Context: an optimization exercise on an open-source flow, tuned for small area and a short achievable clock period. The choices shown serve that exercise and are no tape-out recipe. In this exercise RTL edits were held to simulation tests only and were not proved equivalent to the original. Power and IR drop assume default switching activity.

## prefetcher
module prefetcher
(
	input wire clk,
	input wire prefetch_counter_reset,
	input wire [31:0] orb,
	input wire [31:0] l2_req_address,
	input wire l2_req_read,
	input wire l2_req_write,
	input wire [255:0] l2_req_wdata,
	output wire [255:0] l2_rsp_rdata,
	output wire l2_rsp_resp,
	output wire [31:0] mem_req_address,
	output wire mem_req_read,
	output wire mem_req_write,
	output wire [255:0] mem_req_wdata,
	input wire [255:0] mem_rsp_rdata,
	input wire mem_rsp_resp,
	input wire cfg_write,
	input wire cfg_wdata_enable,
	input wire [7:0] cfg_wdata_grace_limit,
	output wire cfg_enable,
	output wire [7:0] cfg_grace_limit,
	output wire [15:0] hit_count
);
	localparam int NS = 4;
	wire rst = prefetch_counter_reset;
	logic st_idle, st_pf, st_ch, st_pt, st_hr;
	logic [7:0] grace;
	logic [31:0] slot_address [0:NS-1];
	logic [255:0] slot_data [0:NS-1];
	logic [NS-1:0] slot_valid;
	logic [NS-1:0] slot_ready;
	logic [NS-1:0] wp;           
	logic [NS-1:0] l2_match;     
	logic [NS-1:0] hit_sel;      
	logic [NS-1:0] pf_sel;       
	logic cfg_en;
	logic [7:0] cfg_gl;
	logic [15:0] hcnt;
	wire l2_active = l2_req_read | l2_req_write;
	wire resp = mem_rsp_resp;
	logic within_grace;
	always_comb
	begin
		logic gt, eq;
		gt = 1'b0;
		eq = 1'b1;
		for (int i = 7; i >= 0; i--)
		begin
			gt = gt | (eq & grace[i] & ~cfg_gl[i]);
			eq = eq & ~(grace[i] ^ cfg_gl[i]);
		end
		within_grace = ~gt;
	end
	logic [NS-1:0] orb_match;
	logic [NS-1:0] l2_match_d;
	always_comb
	begin
		for (int i = 0; i < NS; i++)
		begin
			orb_match[i] = slot_valid[i] && (slot_address[i] == orb);
			l2_match_d[i] = slot_valid[i] && (slot_address[i] == l2_req_address);
		end
	end
	wire hint_present = |orb_match;
	wire load_hint = st_idle & ~l2_active & cfg_en & ~hint_present;
	wire [NS-1:0] load_ptr = {wp[NS-2:0], wp[NS-1]};
	wire fill_pending = |(wp & slot_valid & ~slot_ready);
	wire fill = st_pf & resp;
	wire [NS-1:0] hit_ready_v = l2_match & slot_ready;
	wire hit_ready = |hit_ready_v;
	wire abandon = l2_active & within_grace;
	wire idle_n = (st_idle & ~l2_active & ~load_hint & ~fill_pending)
		| (st_pf & ~abandon & resp)
		| (st_pt & resp)
		| st_hr;
  ...
make LEC_CHECK=0 CAP_MARGIN=20 CORE_MARGIN=2 CORE_UTILIZATION=40 SETUP_SLACK_MARGIN=0.3 SLEW_MARGIN=20 finish   # period 5.8 ns
run.sh (not shown) runs the stock make flow with config.mk's settings and CLKGATE_MAP_FILE= SYNTH_SCRIPT=/design/flow/synth_recipe.tcl, a recipe that flattens the netlist after the stock synthesis.
The starting point went through all stages and came out clean.
==> next run, changes <==
CORE_AREA = 5 5 395 395   (was not set)
CORE_MARGIN = not set   (was 2)
CORE_UTILIZATION = not set   (was 40)
DIE_AREA = 0 0 400 400   (was not set)
SETUP_SLACK_MARGIN = 2.5   (was 0.3)
After rerunning: The new run produced a clean layout; synthesized area is unchanged; via count rose by 2.1%; routed wire length increases by about 4.6%; count of clock-buffer cells in the layout climbs by 20; sequential cell count stays the same; non-clock buffer count grows by 160; total power is higher by about 3.6%; cell count went up by 11%; hold slack improved by 0.015 ns; maximum frequency rose by about 23%; sequential share of layout area fell by 3.5 points.
==> next run, changes <==
CORE_AREA = not set   (was 5 5 395 395)
CORE_MARGIN = 2   (was not set)
CORE_UTILIZATION = 55   (was not set)
DIE_AREA = not set   (was 0 0 400 400)
After rerunning: With this change the flow aborted during I/O pin placement (PPL-0024). Synthesized cell count is unchanged. Area after synthesis does not change.

---

prefetcher, a different RTL version from the one above (not shown whole).
Size in the first run: ~3200 cells after synthesis, ~1300 flip-flops, roughly 1200 I/O pins, about 50000 sq um of cells after synthesis.
==> flow/config.mk <==
export PLATFORM = sky130hd
export DESIGN_NAME = prefetcher
export DESIGN_NICKNAME = prefetcher
export VERILOG_FILES = /design/flow/design.v
export SDC_FILE = /design/flow/constraint.sdc
export NUM_CORES = 4
export LEC_CHECK = 0
export CAP_MARGIN = 20
export CORE_AREA = 5 5 395 395
export CTS_BUF_LIST = sky130_fd_sc_hd__clkbuf_16
export CTS_CLUSTER_DIAMETER = 60
export CTS_CLUSTER_SIZE = 20
export DIE_AREA = 0 0 400 400
export GPL_ROUTABILITY_DRIVEN = 0
export PLACE_DENSITY = 0.8
export SETUP_SLACK_MARGIN = 2.5
export SLEW_MARGIN = 20
export SYNTH_HIERARCHICAL = 1
export SYNTH_MINIMUM_KEEP_SIZE = 0
==> flow/constraint.sdc <==
create_clock -name core_clock -period 5.8 [get_ports {clk}]
set_input_delay 1.1600 -clock core_clock [delete_from_list [all_inputs] [get_ports {clk}]]
set_output_delay 1.1600 -clock core_clock [all_outputs]
set_load 0.01 [all_outputs]
standard.sh (not shown) runs the stock make flow with config.mk's settings and CLKGATE_MAP_FILE= SYNTH_SCRIPT=/design/flow/synth_recipe.tcl, a recipe that flattens the netlist after the stock synthesis.
==> flow/flow/run.sh <==
#!/bin/bash
# Standard ORFS layout, with plain buffers on the ports instead of the delay
# cells that buffer_ports picks by default. Each ORFS step writes its own log
# under orfs/logs; make's own output goes to make.log.
set -euo pipefail
export BUFFER_PORTS_ARGS="-buffer_cell sky130_fd_sc_hd__buf_1"
export DONT_USE_CELLS="sky130_fd_sc_hd__clkdlybuf4s15_1 sky130_fd_sc_hd__clkdlybuf4s15_2 sky130_fd_sc_hd__clkdlybuf4s18_1 sky130_fd_sc_hd__clkdlybuf4s18_2 sky130_fd_sc_hd__clkdlybuf4s25_1 sky130_fd_sc_hd__clkdlybuf4s25_2 sky130_fd_sc_hd__clkdlybuf4s50_1 sky130_fd_sc_hd__clkdlybuf4s50_2 sky130_fd_sc_hd__dlygate4sd1_1 sky130_fd_sc_hd__dlygate4sd2_1 sky130_fd_sc_hd__dlygate4sd3_1 sky130_fd_sc_hd__dlymetal6s2s_1 sky130_fd_sc_hd__dlymetal6s4s_1 sky130_fd_sc_hd__dlymetal6s6s_1"
bash standard.sh > make.log 2>&1
Change:
--- a/flow/config.mk
+++ b/flow/config.mk
@@ -10,7 +10,6 @@
 export CTS_BUF_LIST = sky130_fd_sc_hd__clkbuf_16
-export CTS_CLUSTER_DIAMETER = 60
-export CTS_CLUSTER_SIZE = 20
+export CTS_CLUSTER_DIAMETER = 100
+export CTS_CLUSTER_SIZE = 24
 export DIE_AREA = 0 0 400 400
-export GPL_ROUTABILITY_DRIVEN = 0
-export PLACE_DENSITY = 0.8
+export PLACE_DENSITY = 0.9
 export SETUP_SLACK_MARGIN = 2.5
What happened: Utilization falls by 0.50 points. Critical path depth stays the same. Total power shrinks by a few percent. Sequential cell count stays the same. Setup slack improves by 0.028 ns.

---

## v4
Another version of the RTL of prefetcher (not shown whole).
Size in the first run: ~1300 flip-flops, roughly 1200 I/O pins.
clock: 5.8 ns
lec_check: 0
cap_margin: 20
core_area: 5 5 395 395
cts_buf_list: sky130_fd_sc_hd__clkbuf_16
cts_cluster_diameter: 100
cts_cluster_size: 28
die_area: 0 0 400 400
setup_slack_margin: 2.0
slew_margin: 20
Scripts as last shown in full above: flow/flow/run.sh
Input changes introduced in v39 (baseline for comparison: v4):
# v4
export LEC_CHECK = 0
export CAP_MARGIN = 20
export CORE_AREA = 5 5 395 395
export CTS_BUF_LIST = sky130_fd_sc_hd__clkbuf_16
export CTS_CLUSTER_DIAMETER = 100
export CTS_CLUSTER_SIZE = 28
export DIE_AREA = 0 0 400 400
export SETUP_SLACK_MARGIN = 2.0
export SLEW_MARGIN = 20
create_clock -name core_clock -period 5.8 [get_ports {clk}]
# v39
export LEC_CHECK = 0
export CAP_MARGIN = 20
export CORE_AREA = 5 5 395 395
export CTS_BUF_LIST = sky130_fd_sc_hd__clkbuf_16
export CTS_CLUSTER_DIAMETER = 100
export CTS_CLUSTER_SIZE = 28
export DIE_AREA = 0 0 400 400
export SETUP_SLACK_MARGIN = 2.5
export SLEW_MARGIN = 20
create_clock -name core_clock -period 5.8 [get_ports {clk}]
--- a/flow/flow/run.sh
+++ b/flow/flow/run.sh
@@ -4,5 +4,5 @@
 # under orfs/logs; make's own output goes to make.log.
 set -euo pipefail
-export BUFFER_PORTS_ARGS="-buffer_cell sky130_fd_sc_hd__buf_1"
+export BUFFER_PORTS_ARGS="-buffer_cell sky130_fd_sc_hd__buf_2"
 export DONT_USE_CELLS="sky130_fd_sc_hd__clkdlybuf4s15_1 sky130_fd_sc_hd__clkdlybuf4s15_2 sky130_fd_sc_hd__clkdlybuf4s18_1 sky130_fd_sc_hd__clkdlybuf4s18_2 sky130_fd_sc_hd__clkdlybuf4s25_1 sky130_fd_sc_hd__clkdlybuf4s25_2 sky130_fd_sc_hd__clkdlybuf4s50_1 sky130_fd_sc_hd__clkdlybuf4s50_2 sky130_fd_sc_hd__dlygate4sd1_1 sky130_fd_sc_hd__dlygate4sd2_1 sky130_fd_sc_hd__dlygate4sd3_1 sky130_fd_sc_hd__dlymetal6s2s_1 sky130_fd_sc_hd__dlymetal6s4s_1 sky130_fd_sc_hd__dlymetal6s6s_1"
 bash standard.sh > make.log 2>&1
Results
- v39 finished every stage and its layout cleared the timing, design-rule and antenna checks.
- Proportion of power drawn by the clock network | v39 above v4
- Between v4 and v39, the count of placed standard cells including taps does not differ in any meaningful way.
- Looking at final period demand of the worst path, v39 sits below v4.
Modified inputs, v56 compared to v39
--- a/flow/flow/run.sh
+++ b/flow/flow/run.sh
@@ -4,5 +4,5 @@
 # under orfs/logs; make's own output goes to make.log.
 set -euo pipefail
-export BUFFER_PORTS_ARGS="-buffer_cell sky130_fd_sc_hd__buf_2"
+export BUFFER_PORTS_ARGS="-buffer_cell sky130_fd_sc_hd__buf_1"
 export DONT_USE_CELLS="sky130_fd_sc_hd__clkdlybuf4s15_1 sky130_fd_sc_hd__clkdlybuf4s15_2 sky130_fd_sc_hd__clkdlybuf4s18_1 sky130_fd_sc_hd__clkdlybuf4s18_2 sky130_fd_sc_hd__clkdlybuf4s25_1 sky130_fd_sc_hd__clkdlybuf4s25_2 sky130_fd_sc_hd__clkdlybuf4s50_1 sky130_fd_sc_hd__clkdlybuf4s50_2 sky130_fd_sc_hd__dlygate4sd1_1 sky130_fd_sc_hd__dlygate4sd2_1 sky130_fd_sc_hd__dlygate4sd3_1 sky130_fd_sc_hd__dlymetal6s2s_1 sky130_fd_sc_hd__dlymetal6s4s_1 sky130_fd_sc_hd__dlymetal6s6s_1"
 bash standard.sh > make.log 2>&1
Notes after the runs:
Having completed the whole flow, v56 delivered a layout that passed the timing, design-rule and antenna checks.
Going from v39 to v56, detailed-routing wirelength on met1 went down by 2.7%, cell area went down.
Lower sequential fraction of design power among v39 and v56: v56
A end point of the critical path of mem_req_address[22] is what v56 shows, while l2_rsp_rdata[251] belongs to v39.
v39 → v56: basic-gate share of the synthesized area counting and, or, nand and nor cells level, number of hold buffers added after cts now sits at about the same level, total wirelength of the detailed-routed design went down 0.63%.
Input-level comparison between v51 and v56:
# v56
export LEC_CHECK = 0
export CAP_MARGIN = 20
export CORE_AREA = 5 5 395 395
export CTS_BUF_LIST = sky130_fd_sc_hd__clkbuf_16
export CTS_CLUSTER_DIAMETER = 100
export CTS_CLUSTER_SIZE = 28
export DIE_AREA = 0 0 400 400
export SETUP_SLACK_MARGIN = 2.5
export SLEW_MARGIN = 20
create_clock -name core_clock -period 5.8 [get_ports {clk}]
# v51
export LEC_CHECK = 0
export CAP_MARGIN = 20
export CORE_AREA = 5 5 395 395
export CTS_BUF_LIST = sky130_fd_sc_hd__clkbuf_8
export DIE_AREA = 0 0 400 400
export SETUP_SLACK_MARGIN = 2.5
export SLEW_MARGIN = 20
create_clock -name core_clock -period 5.8 [get_ports {clk}]
--- outcome ---
- v51 went all the way through the flow, and no timing, DRC or antenna check failed.
- Wire length of the first global-routing pass deteriorates in v51 relative to v56.
- The combinational fraction of design power in v51 was lower than what v56 gave.
- On v51: synthesis-to-finish area growth is 9.0 points higher than what v56 gave.
- Clock skew delta (v51 − v56): unfavourable
- Count of buffers not belonging to the clock network in the layout sits higher in v51 than in v56.
- In v51, the net switching power came out 19% above the value in v56.
- Compared to v56, v51 has final critical path time including I/O delays and setup 160 ps higher.
- Per the comparison of v51 with v56, number of sequential storage elements roughly the same, required time at the worst-slack endpoint roughly the same.
- Max maximum resistive drop on vdd across v56 and v51: v56
- Total power consumption of the routed design (v51 / v56): 1.15

static timing again, ports no longer ideal:
No port has a modelled driver above. Below, the same layouts with a new extraction and two added sets of constraints.
Step 1 sets driving cells, clkbuf_16 on the clock port and buf_2 on the other inputs (assumed; they add their load-dependent delay and slew).
Step 2 moves the port delays by t, midway between the first and last clock arrival at a register: inputs arrive t later, outputs are due t later. That takes back most of the time a late clock gives input paths.
Three values: ideal ports, drivers, drivers and shift; two values: the first two.
run | t (ns) | setup WS [ns] | worst setup path at the end
the first run of note 1 | 0.788 | 1.355 / 1.295 / 1.009 | input to register
the second run of note 1 | 0.825 | 2.185 / 2.110 / 1.752 | input to register
the first run of note 2 | 0.754 | 2.514 / 2.454 / 1.905 | input to register
the second run of note 2 | 0.736 | 2.542 / 2.442 / 1.896 | input to register
v4 | 0.754 | 2.126 / 2.065 / 1.398 | input to register
v39 | 0.760 | 2.361 / 2.304 / 1.912 | input to register
v56 | 0.772 | 2.432 / 2.387 / 1.762 | input to register
v51 | 0.990 | 2.273 / 2.205 / 1.697 | input to register
After both steps setup and hold are still met in every run listed. For v4, which loses most, drivers alone change the setup slack by -0.061 ns; drivers and shift together by -0.728 ns.
